Context: an optimization exercise on an open-source flow, tuned for small area and a short achievable clock period. The choices shown serve that exercise and are no tape-out recipe. Power figures rest on the tool's default switching activity, not on a simulated workload.

## main
==> flow/design.v <==
package fpu_pkg;
	typedef logic [31:0] float_t;         
	typedef logic signed [31:0] word_t;   
	typedef logic [7:0] exp_t;            
	typedef logic [22:0] frac_t;          
	localparam exp_t EXP_BIAS = 8'd127;
	localparam exp_t EXP_SPECIAL = 8'd255;   
	localparam exp_t EXP_INT_MIN = 8'd150;   
	localparam exp_t EXP_FTOI_MAX = 8'd158;  
	typedef struct packed {
		logic [5:0] op1;  
		logic [4:0] fmt;  
		logic [5:0] op2;  
	} fpu_instr_t;
	localparam logic [5:0] OPC_COP1 = 6'b010001;
	localparam logic [4:0] FMT_S = 5'b10000;
	localparam logic [4:0] FMT_W_TO_S = 5'b00100;  
	localparam logic [4:0] FMT_S_TO_W = 5'b00000;  
	localparam logic [5:0] FN_ABS = 6'd5;
	localparam logic [5:0] FN_NEG = 6'd7;
	localparam logic [5:0] FN_FLOOR = 6'd15;
	localparam logic [5:0] FN_CVT = 6'd0;  
	typedef logic [2:0] op_code_t;
	localparam op_code_t OP_ABS = 3'd0;
	localparam op_code_t OP_NEG = 3'd1;
	localparam op_code_t OP_FLOOR = 3'd2;
	localparam op_code_t OP_FTOI = 3'd3;
	localparam op_code_t OP_ITOF = 3'd4;
	typedef struct packed {
		logic invalid;
		logic div0;     
		logic nan;
		logic ovf;
	} fpu_exc_t;
endpackage
`timescale 1ns/1ns
module fpu_decode (
	input logic [16:0] instr_w,
	output logic is_abs,
	output logic is_neg,
	output logic is_floor,
	output logic is_ftoi,
	output logic is_itof,
	output logic src_int,        
	output logic invalid
);
	logic cop1;
	logic fmt_s;
	logic cvt;
	assign cop1 = (instr_w[16:11] == 6'b010001);
	assign fmt_s = (instr_w[10:6] == 5'b10000);
	assign cvt = (instr_w[5:0] == 6'd0);
	assign is_abs = cop1 & fmt_s & (instr_w[5:0] == 6'd5);
	assign is_neg = cop1 & fmt_s & (instr_w[5:0] == 6'd7);
	assign is_floor = cop1 & fmt_s & (instr_w[5:0] == 6'd15);
	assign is_ftoi = cop1 & cvt & (instr_w[10:6] == 5'b00000);
	assign is_itof = cop1 & cvt & (instr_w[10:6] == 5'b00100);
	assign src_int = instr_w[8];
	assign invalid = ~(is_abs | is_neg | is_floor | is_ftoi | is_itof);
endmodule
`timescale 1ns/1ns
module fp_floor (
	input logic [31:0] x,
	output logic [31:0] a,
	output logic cin,
	output logic tiny,           
	output logic neg_one         
);
	logic s;
	logic [7:0] e;
	logic [22:0] f;
	logic is_nan;
	logic [22:0] clr;            
	assign s = x[31];
	assign e = x[30:23];
	assign f = x[22:0];
	assign is_nan = (e == 8'hff) && (f != '0);
	assign tiny = (e < 8'd127);
	assign neg_one = s & (x[30:0] != '0);
	always_comb begin
		for (int i = 0; i < 23; i++) begin
			clr[i] = (e < 8'(150 - i));  
		end
	end
	assign cin = s & (|(f & clr));
	always_comb begin
		a = {s, e, f | {is_nan, 22'd0}};
		for (int i = 0; i < 23; i++) begin
			if (clr[i]) begin
				a[i] = cin;
			end
		end
	end
endmodule
`timescale 1ns/1ns
module fp_to_int (
	input logic [31:0] x,
	output logic [31:0] d,       
	output logic [4:0] r,        
	output logic in_range,       
	output logic min_int,        
	output logic ovf,
	output logic nan
);
	logic s;
	logic [7:0] e;
	logic [22:0] f;
	assign s = x[31];
	assign e = x[30:23];
	assign f = x[22:0];
	assign d = {1'b1, f, 8'd0};
	assign r = 5'(5'd29 - e[4:0]);   
	assign in_range = (e >= 8'd126) && (e <= 8'd157);
	assign nan = (e == 8'hff) && (f != '0);
	assign min_int = s && (e == 8'd158) && (f == '0);
	assign ovf = ((e > 8'd158) && !nan) || ((e == 8'd158) && !(s && (f == '0)));
endmodule
`timescale 1ns/1ns
module int_to_fp (
	input logic [31:0] x,
	input logic [31:0] n,        
	output logic [31:0] d,       
	output logic [4:0] lz,
	output logic [31:0] a,
	output logic cin
);
	logic s;
	logic [31:0] u;
	logic z;
	logic [4:0] lead;
	logic [7:0] e;
	assign s = x[31];
	assign u = x ^ {32{s}};
	always_comb begin
		for (int i = 0; i < 32; i++) begin
			d[i] = u[31 - i];
		end
	end
	logic [15:0] z1;
	logic [15:0] c1;
	logic [7:0] z2;
	logic [1:0] c2 [8];
	logic [3:0] z3;
	logic [2:0] c3 [4];
	logic [1:0] z4;
	logic [3:0] c4 [2];
	always_comb begin
		for (int j = 0; j < 16; j++) begin
			z1[j] = ~(u[2*j+1] | u[2*j]);
			c1[j] = ~u[2*j+1];
		end
		for (int j = 0; j < 8; j++) begin
			z2[j] = z1[2*j+1] & z1[2*j];
			c2[j] = z1[2*j+1] ? {1'b1, c1[2*j]} : {1'b0, c1[2*j+1]};
		end
		for (int j = 0; j < 4; j++) begin
			z3[j] = z2[2*j+1] & z2[2*j];
			c3[j] = z2[2*j+1] ? {1'b1, c2[2*j]} : {1'b0, c2[2*j+1]};
		end
		for (int j = 0; j < 2; j++) begin
			z4[j] = z3[2*j+1] & z3[2*j];
			c4[j] = z3[2*j+1] ? {1'b1, c3[2*j]} : {1'b0, c3[2*j+1]};
		end
	end
	assign z = z4[1] & z4[0];
	assign lz = z4[1] ? {1'b1, c4[0]} : {1'b0, c4[1]};
	assign lead = ~lz;
	assign e = z ? {1'b0, {6{s}}, 1'b0} : (8'd127 + {3'd0, lead});
	assign cin = s ? (n[7] | (n[8] & (&n[6:0])))
		: (n[7] & (n[8] | (|n[6:0])));
	assign a = {s, e, n[30:8]};
endmodule
`timescale 1ns/1ns
module fpu_result (
	input logic clk,
	input logic rst_n,
	input logic is_abs,
	input logic is_neg,
	input logic is_floor,
	input logic is_ftoi,
	input logic is_itof,
	input logic src_int,
	input logic invalid,
	input logic [31:0] x1,
	input logic [31:0] x2,
	input logic [31:0] fl_a,
	input logic fl_cin,
	input logic fl_tiny,
	input logic fl_neg_one,
	input logic [31:0] ft_d,
	input logic [4:0] ft_r,
	input logic ft_in_range,
	input logic ft_min_int,
	input logic ft_ovf,
	input logic ft_nan,
	input logic [31:0] it_d,
	input logic [4:0] it_lz,
	output logic [31:0] it_n,
	input logic [31:0] it_a,
	input logic it_cin,
	output logic [31:0] y,
	output logic [3:0] exc
);
	logic sel_sgn;
	logic sel_fl;
	logic sel_ft;
	logic sel_it;
	logic fl_small;
	logic sh_s;
	logic [31:0] sh_d;
	logic [4:0] sh_r;
	logic [31:0] sh_o;
	logic [31:0] a;
	logic cin;
	logic [3:0] exc_d;
	assign sh_s = src_int ? x2[31] : x1[31];
	assign sh_d = src_int ? it_d : (ft_d ^ {32{x1[31]}});
	assign sh_r = src_int ? it_lz : ft_r;
	logic [31:0] sh_1;
	logic [31:0] sh_2;
	logic [31:0] sh_3;
	logic [31:0] sh_4;
	assign sh_1 = sh_r[4] ? {{16{sh_s}}, sh_d[31:16]} : sh_d;
	assign sh_2 = sh_r[3] ? {{8{sh_s}}, sh_1[31:8]} : sh_1;
	assign sh_3 = sh_r[2] ? {{4{sh_s}}, sh_2[31:4]} : sh_2;
	assign sh_4 = sh_r[1] ? {{2{sh_s}}, sh_3[31:2]} : sh_3;
	assign sh_o = sh_r[0] ? {sh_s, sh_4[31:1]} : sh_4;
	always_comb begin
		for (int i = 0; i < 32; i++) begin
			it_n[i] = sh_o[31 - i];
		end
	end
	assign sel_sgn = rst_n & (is_abs | is_neg);
	assign sel_fl = rst_n & is_floor & ~fl_tiny;
	assign sel_ft = rst_n & is_ftoi & ft_in_range;
	assign sel_it = rst_n & is_itof;
	assign fl_small = rst_n & is_floor & fl_tiny;
	assign a = ({32{sel_sgn}} & {is_neg & ~x1[31], x1[30:0]})
		| ({32{sel_fl}} & fl_a)
		| ({32{sel_ft}} & {x1[31], sh_o[31:1]})
		| ({32{sel_it}} & it_a)
		| {(fl_small & x1[31]) | (rst_n & is_ftoi & ft_min_int), 1'b0, {7{fl_small & fl_neg_one}}, 23'd0};
	assign cin = (sel_fl & fl_cin) | (sel_ft & sh_o[0]) | (sel_it & it_cin);
	assign exc_d = {rst_n & invalid, 1'b0, rst_n & is_ftoi & ft_nan, rst_n & is_ftoi & ft_ovf};
	logic [31:0] a_q;
	logic cin_q;
	always_ff @(posedge clk) begin
		a_q <= a;
		cin_q <= cin;
		exc <= exc_d;
	end
	logic [7:0] grp;             
	logic [7:0] gpre;            
	logic [31:0] pre;            
	always_comb begin
		for (int j = 0; j < 8; j++) begin
			grp[j] = &a_q[4*j +: 4];
		end
		gpre[0] = 1'b1;
		for (int j = 1; j < 8; j++) begin
			gpre[j] = gpre[j-1] & grp[j-1];
		end
		for (int j = 0; j < 8; j++) begin
			pre[4*j] = gpre[j];
			pre[4*j+1] = gpre[j] & a_q[4*j];
			pre[4*j+2] = gpre[j] & a_q[4*j] & a_q[4*j+1];
			pre[4*j+3] = gpre[j] & a_q[4*j] & a_q[4*j+1] & a_q[4*j+2];
		end
	end
	assign y = a_q ^ ({32{cin_q}} & pre);
endmodule
`timescale 1ns/1ns
module fpu_unit (
	input logic clk,
	input logic rst_n,
	input logic [16:0] instr,
	input logic [31:0] x1,    
	input logic signed [31:0] x2,     
	output logic [31:0] y,
	output logic [3:0] exc
);
	logic is_abs, is_neg, is_floor, is_ftoi, is_itof, src_int, invalid;
	logic [31:0] fl_a;
	logic fl_cin;
	logic fl_tiny;
	logic fl_neg_one;
	logic [31:0] ft_d;
	logic [4:0] ft_r;
	logic ft_in_range;
	logic ft_min_int;
	logic ft_ovf;
	logic ft_nan;
	logic [31:0] it_d;
	logic [4:0] it_lz;
	logic [31:0] it_n;
	logic [31:0] it_a;
	logic it_cin;
	fpu_decode fpu_decode_i (
		.instr_w  (instr),
		.is_abs   (is_abs),
		.is_neg   (is_neg),
		.is_floor (is_floor),
		.is_ftoi  (is_ftoi),
		.is_itof  (is_itof),
		.src_int  (src_int),
		.invalid  (invalid)
	);
	fp_floor fp_floor_i (
		.x       (x1),
		.a       (fl_a),
		.cin     (fl_cin),
		.tiny    (fl_tiny),
		.neg_one (fl_neg_one)
	);
	fp_to_int fp_to_int_i (
		.x        (x1),
		.d        (ft_d),
		.r        (ft_r),
		.in_range (ft_in_range),
		.min_int  (ft_min_int),
		.ovf      (ft_ovf),
		.nan      (ft_nan)
	);
	int_to_fp int_to_fp_i (
		.x   (x2),
		.n   (it_n),
		.d   (it_d),
		.lz  (it_lz),
		.a   (it_a),
		.cin (it_cin)
	);
	fpu_result fpu_result_i (
		.clk         (clk),
		.rst_n       (rst_n),
		.is_abs      (is_abs),
		.is_neg      (is_neg),
		.is_floor    (is_floor),
		.is_ftoi     (is_ftoi),
		.is_itof     (is_itof),
		.src_int     (src_int),
		.invalid     (invalid),
		.x1          (x1),
		.x2          (x2),
		.fl_a        (fl_a),
		.fl_cin      (fl_cin),
		.fl_tiny     (fl_tiny),
		.fl_neg_one  (fl_neg_one),
		.ft_d        (ft_d),
		.ft_r        (ft_r),
		.ft_in_range (ft_in_range),
		.ft_min_int  (ft_min_int),
		.ft_ovf      (ft_ovf),
		.ft_nan      (ft_nan),
		.it_d        (it_d),
		.it_lz       (it_lz),
		.it_n        (it_n),
		.it_a        (it_a),
		.it_cin      (it_cin),
		.y           (y),
		.exc         (exc)
	);
endmodule
==> flow/config.mk <==
export PLATFORM = sky130hd
export DESIGN_NAME = fpu_unit
export DESIGN_NICKNAME = fpu_unit
export VERILOG_FILES = /design/flow/design.v
export SDC_FILE = /design/flow/constraint.sdc
export NUM_CORES = 4
export LEC_CHECK = 0
export ABC_AREA = 1
export CAP_MARGIN = 20
export CORE_MARGIN = 2
export CORE_UTILIZATION = 40
export CTS_BUF_LIST = sky130_fd_sc_hd__clkbuf_8
export SETUP_SLACK_MARGIN = 3.6
export SLEW_MARGIN = 20
==> flow/constraint.sdc <==
create_clock -name core_clock -period 8.0 [get_ports {clk}]
set_input_delay 1.6000 -clock core_clock [delete_from_list [all_inputs] [get_ports {clk}]]
set_output_delay 1.6000 -clock core_clock [all_outputs]
set_load 0.01 [all_outputs]
standard.sh (not shown) runs the stock make flow with config.mk's settings and CLKGATE_MAP_FILE= SYNTH_SCRIPT=/design/flow/synth_recipe.tcl, a recipe that flattens the netlist after the stock synthesis.
==> flow/flow/run.sh <==
#!/bin/bash
# standard layout, with plain buffers on the ports instead of delay buffers
set -euo pipefail
export BUFFER_PORTS_ARGS="-buffer_cell sky130_fd_sc_hd__buf_1"
bash standard.sh finish > standard.log 2>&1
Every stage of the flow completed for main, and the final layout passed the timing, design-rule and antenna checks.
## Diff of input files: the feature branch against main
diff --git a/flow/design.v b/flow/design.v
--- a/flow/design.v
+++ b/flow/design.v
@@ -41,7 +41,6 @@
 	output logic is_floor,
 	output logic is_ftoi,
 	output logic is_itof,
-	output logic src_int,        
 	output logic invalid
 );
 	logic cop1;
@@ -55,7 +54,6 @@
 	assign is_floor = cop1 & fmt_s & (instr_w[5:0] == 6'd15);
 	assign is_ftoi = cop1 & cvt & (instr_w[10:6] == 5'b00000);
 	assign is_itof = cop1 & cvt & (instr_w[10:6] == 5'b00100);
-	assign src_int = instr_w[8];
 	assign invalid = ~(is_abs | is_neg | is_floor | is_ftoi | is_itof);
 endmodule
 `timescale 1ns/1ns
@@ -179,7 +177,6 @@
 	input logic is_floor,
 	input logic is_ftoi,
 	input logic is_itof,
-	input logic src_int,
 	input logic invalid,
 	input logic [31:0] x1,
 	input logic [31:0] x2,
@@ -213,9 +210,9 @@
 	logic [31:0] a;
 	logic cin;
 	logic [3:0] exc_d;
-	assign sh_s = src_int ? x2[31] : x1[31];
-	assign sh_d = src_int ? it_d : (ft_d ^ {32{x1[31]}});
-	assign sh_r = src_int ? it_lz : ft_r;
+	assign sh_s = is_itof ? x2[31] : x1[31];
+	assign sh_d = is_itof ? it_d : (ft_d ^ {32{x1[31]}});
+	assign sh_r = is_itof ? it_lz : ft_r;
 	logic [31:0] sh_1;
 	logic [31:0] sh_2;
 	logic [31:0] sh_3;
@@ -251,23 +248,29 @@
 	end
 	logic [7:0] grp;             
 	logic [7:0] gpre;            
-	logic [31:0] pre;            
+	logic [7:0] gc;              
+	logic [31:0] c;              
 	always_comb begin
 		for (int j = 0; j < 8; j++) begin
 			grp[j] = &a_q[4*j +: 4];
 		end
 		gpre[0] = 1'b1;
-		for (int j = 1; j < 8; j++) begin
-			gpre[j] = gpre[j-1] & grp[j-1];
-		end
+		gpre[1] = grp[0];
+		gpre[2] = grp[0] & grp[1];
+		gpre[3] = gpre[2] & grp[2];
+		gpre[4] = gpre[2] & grp[2] & grp[3];
+		gpre[5] = gpre[4] & grp[4];
+		gpre[6] = gpre[4] & grp[4] & grp[5];
+		gpre[7] = gpre[6] & grp[6];
 		for (int j = 0; j < 8; j++) begin
-			pre[4*j] = gpre[j];
-			pre[4*j+1] = gpre[j] & a_q[4*j];
-			pre[4*j+2] = gpre[j] & a_q[4*j] & a_q[4*j+1];
-			pre[4*j+3] = gpre[j] & a_q[4*j] & a_q[4*j+1] & a_q[4*j+2];
+			gc[j] = cin_q & gpre[j];
+			c[4*j] = gc[j];
+			c[4*j+1] = gc[j] & a_q[4*j];
+			c[4*j+2] = gc[j] & a_q[4*j] & a_q[4*j+1];
+			c[4*j+3] = gc[j] & a_q[4*j] & a_q[4*j+1] & a_q[4*j+2];
 		end
 	end
-	assign y = a_q ^ ({32{cin_q}} & pre);
+	assign y = a_q ^ c;
 endmodule
 `timescale 1ns/1ns
 module fpu_unit (
@@ -279,7 +282,7 @@
 	output logic [31:0] y,
 	output logic [3:0] exc
 );
-	logic is_abs, is_neg, is_floor, is_ftoi, is_itof, src_int, invalid;
+	logic is_abs, is_neg, is_floor, is_ftoi, is_itof, invalid;
 	logic [31:0] fl_a;
 	logic fl_cin;
 	logic fl_tiny;
@@ -302,7 +305,6 @@
 		.is_floor (is_floor),
 		.is_ftoi  (is_ftoi),
 		.is_itof  (is_itof),
-		.src_int  (src_int),
 		.invalid  (invalid)
 	);
 	fp_floor fp_floor_i (
@@ -337,7 +339,6 @@
 		.is_floor    (is_floor),
 		.is_ftoi     (is_ftoi),
 		.is_itof     (is_itof),
-		.src_int     (src_int),
 		.invalid     (invalid),
 		.x1          (x1),
 		.x2          (x2),
[summary]
The final layout from the feature branch, which completed every stage, passed the timing, design-rule and antenna checks at the end of the flow.
Comparing the feature branch against main, there is no change at all in count of boundary I/O pins.
Per the comparison of the feature branch with main, depth of the critical timing path with buffers and inverters included decreased 2; buffer count from post-CTS setup fixing rose by 2.
main → the feature branch: met2 routing resource usage after global routing rose by 7.0 points, switching power total +0.034 mW, time the final worst path needs with I/O delays and setup saw an increase.
The feature branch vs. main: met2 routed wirelength rose by 1.8 mm; xor and xnor area share after synthesis fell by 0.94 points.
Per the comparison of the feature branch with main, number of antenna-violating nets in the routed design roughly the same; cell area higher; final critical-path share of the clock period higher; worst setup slack lower.
No run of this note included a check of the RTL's function; only the layout flow was run.

==> re-timing with driven ports <==
How much do the figures lean on ideal ports? The routed layouts below were timed once more, with nothing changed but the port constraints. Step 1, drivers: a clkbuf_16 drives clk and a buf_2 each remaining input, both assumed. Step 2 moves the port delays by t, midway between the first and last clock arrival at a register: inputs arrive t later, outputs are due t later. That takes back most of the time a late clock gives input paths. Slacks: ideal ports / drivers / drivers and shift; pairs: ideal ports / drivers.
run | t (ns) | setup WS [ns] | worst register clock-pin slew, ns
main | 0.302 | 3.683 / 3.684 / 3.382 | 0.07 / 0.07
the feature branch | 0.334 | 3.658 / 3.631 / 3.298 | 0.09 / 0.09
After both steps every run listed still meets setup and hold. The setup slack of the feature branch, which loses most, moves by -0.027 ns with the drivers and by -0.360 ns with both steps.
